From an optimization exercise on the open Yosys and OpenROAD flow, aimed at small area; shortcuts taken in it are not production practice. The RTL was checked by simulation tests, not by an equivalence proof against the original design.

==> run Y: inputs <==
==> flow/design.v <==
package morph_pkg;
  localparam int WIN = 3;
  localparam int GRP  = 4;
  localparam int GBIT = 5;
endpackage
module bin_line_buffer #(
  parameter int DEPTH = 159,
  parameter int WIDTH = 5
) (
  input  logic             clk_i,
  input  logic             shift_en_i,
  input  logic [WIDTH-1:0] word_i,
  output logic [WIDTH-1:0] word_o
);
  logic [DEPTH*WIDTH-1:0] sr_reg;
  always_ff @(posedge clk_i) begin
    if (shift_en_i) begin
      sr_reg <= {sr_reg[(DEPTH-1)*WIDTH-1:0], word_i};
    end
  end
  assign word_o = sr_reg[DEPTH*WIDTH-1 -: WIDTH];
endmodule
module binary_erode3x3 #(
  parameter int DATA_WIDTH = 8,
  parameter int IMG_WIDTH  = 640,
  parameter int IMG_HEIGHT = 480
) (
  input  logic                  clk_i,
  input  logic                  rst_i,
  input  logic                  pixel_datav_i,
  input  logic                  pixel_sof_i,
  input  logic [DATA_WIDTH-1:0] pixel_data_i,
  output logic                  erode_datav_o,
  output logic                  erode_sof_o,
  output logic [DATA_WIDTH-1:0] erode_data_o,
  output logic                  overrun_o
);
  localparam int GRP    = morph_pkg::GRP;
  localparam int GBIT   = morph_pkg::GBIT;
  localparam int NGRP   = IMG_WIDTH / GRP - 1;
  localparam logic [7:0] GRP_LAST  = 8'd45;    
  localparam logic [8:0] ROW_ONE   = 9'd1;     
  localparam logic [8:0] ROW_FLUSH = 9'd36;    
  localparam logic [8:0] ROW_END   = 9'd73;    
  logic            active_reg;
  logic [1:0]      ph_reg;
  logic [7:0]      grp_reg;
  logic [8:0]      row_reg;
  logic            datav_reg;
  logic            sof_reg;
  logic            data_reg;
  logic            overrun_reg;
  logic            flush;
  logic            beat;
  logic            restart;
  logic [1:0]      ph_b;
  logic [7:0]      grp_b;
  logic [8:0]      row_b;
  logic            grp0;
  logic            col_last;
  logic            row0;
  logic            row1;
  logic            row_end;
  logic            p_in;
  logic            p1_reg, p2_reg;
  logic            h_cur;
  logic [5:1]      hs_reg;
  logic [4:1]      ws_reg;
  logic [4:1]      rb_reg;
  logic [3:1]      rw_reg;
  logic            e_old;
  logic            w_new;
  logic [GRP-1:0]  enc_b, enc_w;
  logic [GBIT-1:0] enc_c;
  logic [GBIT-1:0] dec_c;
  logic [GRP-1:0]  dec_b, dec_w;
  logic [1:0]      rd_sel;
  logic            grp_shift;
  assign row_end = (row_reg == ROW_END);
  assign flush   = active_reg && (row_end || row_reg == ROW_FLUSH);
  assign restart = pixel_datav_i && pixel_sof_i && !flush;
  assign beat    = flush || (pixel_datav_i && (pixel_sof_i || active_reg));
  assign ph_b    = restart ? '0 : ph_reg;
  assign grp_b   = restart ? '0 : grp_reg;
  assign row_b   = restart ? '0 : row_reg;
  assign grp0     = (grp_b == '0);
  assign col_last = (ph_b == 2'd3) && (grp_b == GRP_LAST);
  assign row0     = (row_b == '0);
  assign row1     = (row_b == ROW_ONE);
  assign p_in  = |pixel_data_i;
  assign h_cur = p2_reg && p1_reg && p_in && !(grp0 && !ph_b[1]);
  assign e_old = rb_reg[4] && rb_reg[3] && rb_reg[2];
  assign w_new = e_old && h_cur && !row0;
  assign enc_b[0] = hs_reg[5] | hs_reg[4] | hs_reg[3];
  assign enc_b[1] = hs_reg[4] | hs_reg[3] | hs_reg[2];
  assign enc_b[2] = hs_reg[3] | hs_reg[2] | hs_reg[1];
  assign enc_b[3] = hs_reg[2] | hs_reg[1] | h_cur;
  assign enc_w    = {ws_reg[1], ws_reg[2], ws_reg[3], ws_reg[4]};
  assign grp_shift = beat && (ph_b == 2'd1);
  always_comb begin
    if (&enc_b) begin
      enc_c = {1'b1, enc_w[3], enc_w[2], enc_w[1], enc_w[0]};
    end else if (!enc_b[1] && !enc_b[2]) begin
      enc_c = {1'b1, enc_b[0] | enc_b[3], !enc_b[0], enc_b[0], !enc_b[0] | enc_b[3]};
    end else if (enc_b[0] && enc_b[1]) begin
      enc_c = {2'b00, enc_b[2], enc_w[1] | enc_b[3], enc_w[0]};
    end else begin
      enc_c = {2'b01, enc_b[1], enc_w[2] | enc_b[0], enc_w[3]};
    end
  end
  bin_line_buffer #(
    .DEPTH(NGRP),
    .WIDTH(GBIT)
  ) u_store (
    .clk_i     (clk_i),
    .shift_en_i(grp_shift),
    .word_i    (enc_c),
    .word_o    (dec_c)
  );
  always_comb begin
    dec_b = '0;
    dec_w = '0;
    if (dec_c[4]) begin
      if ((dec_c[0] && !dec_c[1] && dec_c[2]) || (dec_c[1] && !dec_c[2] && dec_c[3])) begin
        dec_b = {dec_c[3] & dec_c[0], 2'b00, dec_c[1]};
      end else begin
        dec_b = 4'b1111;
        dec_w = dec_c[3:0];
      end
    end else if (!dec_c[3]) begin
      dec_b = {dec_c[1] & !dec_c[2], dec_c[2], 2'b11};
      dec_w = {2'b00, dec_c[2] & dec_c[1], dec_c[0]};
    end else begin
      dec_b = {2'b11, dec_c[2], dec_c[1] & !dec_c[2]};
      dec_w = {dec_c[0], dec_c[2] & dec_c[1], 2'b00};
    end
  end
  assign rd_sel = ph_b + 2'd2;
  always_ff @(posedge clk_i) begin
    if (beat) begin
      p1_reg <= p_in;
      p2_reg <= p1_reg;
      hs_reg <= {hs_reg[4:1], h_cur};
      ws_reg <= {ws_reg[3:1], w_new};
      rb_reg <= {rb_reg[3:1], dec_b[rd_sel]};
      rw_reg <= {rw_reg[2:1], dec_w[rd_sel]};
    end
  end
  always_ff @(posedge clk_i) begin
    if (rst_i) begin
      active_reg  <= 1'b0;
      datav_reg   <= 1'b0;
      sof_reg     <= 1'b0;
      data_reg    <= 1'b0;
      overrun_reg <= 1'b0;
    end else begin
      datav_reg <= beat && !row0 && !(row1 && grp0 && ph_b == 2'd0);
      sof_reg   <= beat && row1 && grp0 && (ph_b == 2'd1);
      data_reg  <= beat && !row0 && !row1 && !flush && h_cur && rw_reg[3];
      if (flush && pixel_datav_i) begin
        overrun_reg <= 1'b1;
      end
      if (restart) begin
        active_reg <= 1'b1;
      end else if (flush && row_end) begin
        active_reg <= 1'b0;
      end
    end
  end
  always_ff @(posedge clk_i) begin
    if (beat) begin
      ph_reg <= ph_b + 1'b1;
      if (col_last) begin
        grp_reg <= '0;
        row_reg <= {row_b[7:0], !(row_b[8] ^ row_b[4])};
      end else begin
        if (ph_b == 2'd3) begin
          grp_reg <= {grp_b[6:0], !(grp_b[7] ^ grp_b[5] ^ grp_b[4] ^ grp_b[3])};
        end else begin
          grp_reg <= grp_b;
        end
        row_reg <= row_b;
      end
    end
  end
  assign erode_datav_o = datav_reg;
  assign erode_sof_o   = sof_reg;
  assign erode_data_o  = {DATA_WIDTH{data_reg}};
  assign overrun_o     = overrun_reg;
endmodule
==> flow/flow/run.sh <==
#!/bin/bash
# Standard ORFS layout, with the port buffers made from the smallest buffer cell and a
# clock tree built without CTS's dummy balancing loads.
set -euo pipefail
export BUFFER_PORTS_ARGS="-buffer_cell sky130_fd_sc_hd__buf_1"
export CTS_ARGS="-sink_clustering_enable -repair_clock_nets -sink_clustering_size 40 -sink_clustering_max_diameter 60 -buf_list sky130_fd_sc_hd__clkbuf_16 -dont_use_dummy_load"
bash standard.sh > standard.log 2>&1
==> flow/standard.sh <==
#!/bin/bash
# synth_recipe.tcl (not shown) runs the flow's synth.tcl, then flattens the netlist and writes it again
# the make line also repeats each setting of config.mk as NAME=value (left out here)
make -C /OpenROAD-flow-scripts/flow DESIGN_CONFIG=/design/flow/config.mk WORK_HOME=/design/flow/orfs CLKGATE_MAP_FILE= SYNTH_SCRIPT=/design/flow/synth_recipe.tcl "${@:-finish}"
==> flow/config.mk <==
export PLATFORM = sky130hd
export DESIGN_NAME = binary_erode3x3
export DESIGN_NICKNAME = binary_erode3x3
export VERILOG_FILES = /design/flow/design.v
export SDC_FILE = /design/flow/constraint.sdc
export NUM_CORES = 4
export LEC_CHECK = 0
export CAP_MARGIN = 20
export CORE_MARGIN = 2
export CORE_UTILIZATION = 70
export CTS_BUF_LIST = sky130_fd_sc_hd__clkbuf_16
export CTS_CLUSTER_DIAMETER = 60
export CTS_CLUSTER_SIZE = 40
export SLEW_MARGIN = 20
==> flow/constraint.sdc <==
create_clock -name core_clock -period 10.0 [get_ports {clk_i}]
set_input_delay 2.0000 -clock core_clock [delete_from_list [all_inputs] [get_ports {clk_i}]]
set_output_delay 2.0000 -clock core_clock [all_outputs]
set_load 0.01 [all_outputs]
==> inputs of run R, as changes to run Y <==
--- a/flow/config.mk
+++ b/flow/config.mk
@@ -7,7 +7,7 @@
 export LEC_CHECK = 0
 export CAP_MARGIN = 20
 export CORE_MARGIN = 2
-export CORE_UTILIZATION = 70
+export CORE_UTILIZATION = 85
 export CTS_BUF_LIST = sky130_fd_sc_hd__clkbuf_16
 export CTS_CLUSTER_DIAMETER = 60
 export CTS_CLUSTER_SIZE = 40
==> inputs of run B, as changes to run Y <==
==> flow/flow/run.sh (replaced) <==
#!/bin/bash
# Standard ORFS layout, with the port buffers made from the smallest buffer cell and a
# clock tree built without CTS's dummy balancing loads.
set -euo pipefail
export BUFFER_PORTS_ARGS="-buffer_cell sky130_fd_sc_hd__buf_1"
export CTS_ARGS="-sink_clustering_enable -repair_clock_nets -sink_clustering_size 40 -sink_clustering_max_diameter 75 -buf_list sky130_fd_sc_hd__clkbuf_16 -dont_use_dummy_load"
bash standard.sh > standard.log 2>&1
--- a/flow/config.mk
+++ b/flow/config.mk
@@ -7,7 +7,7 @@
 export LEC_CHECK = 0
 export CAP_MARGIN = 20
 export CORE_MARGIN = 2
-export CORE_UTILIZATION = 70
+export CORE_UTILIZATION = 78
 export CTS_BUF_LIST = sky130_fd_sc_hd__clkbuf_16
 export CTS_CLUSTER_DIAMETER = 60
 export CTS_CLUSTER_SIZE = 40
==> qor summary <==
| quantity | run R | run Y | run B |
|---|---|---|---|
| Result of the run | did not finish | finished clean | did not finish |
| Failing step | detailed placement | - | clock tree synthesis |
| Cell count after placement | - | 1498 | 1478 |
| Gates resized, CTS repair | - | 0 | 0 |
| Number of sinks handled by clock tree synthesis | - | 837 | 837 |
| Placer Congestion | 0.786 | 0.790 | 0.789 |
| Total placed instance area | - | 26800 um^2 | 26800 um^2 |
| Number of buffers created by CTS | - | 38 | 34 |
| Initial cell density of the core | 86.1% | 71.4% | 78.7% |
| Vert. Die Dim | 180 um | 197 um | 187 um |
| Width of the chip | 180 um | 197 um | 187 um |
| CTS hold repair buffers | - | 0 | 0 |
| FP Rows | 64 | 70 | 67 |
| Maximum level of the CTS H-tree | - | 2 | 2 |
| CTS Root Cell | - | clkbuf_16 | clkbuf_16 |
| Number of post-CTS setup repair buffers | - | 0 | 0 |

-- what the ideal ports hide --
The flow's constraints put no driver on any port. The routed layout listed below was extracted and timed again, unchanged, in two steps.
Step 1, drivers: a clkbuf_16 drives clk_i and a buf_2 each remaining input, both assumed.
Step 2 times the ports against the registers' clock, not the clock port: input delays grow and output delays shrink by t, the midpoint of the rising clock arrivals with the driver on.
a / b / c = no drivers / after step 1 / after step 2; a / b = the first two.
run: run Y
t (ns): 0.619
setup slack, ns: 5.098 / 5.131 / 4.512
worst setup path after step 2: input to register
clock arrival spread, ns: 0.066 / 0.065
worst slew at a driven data input, ns: 0.03
After both steps run Y still meets setup and hold. For run Y, drivers alone change the setup slack by +0.033 ns; drivers and shift together by -0.586 ns.
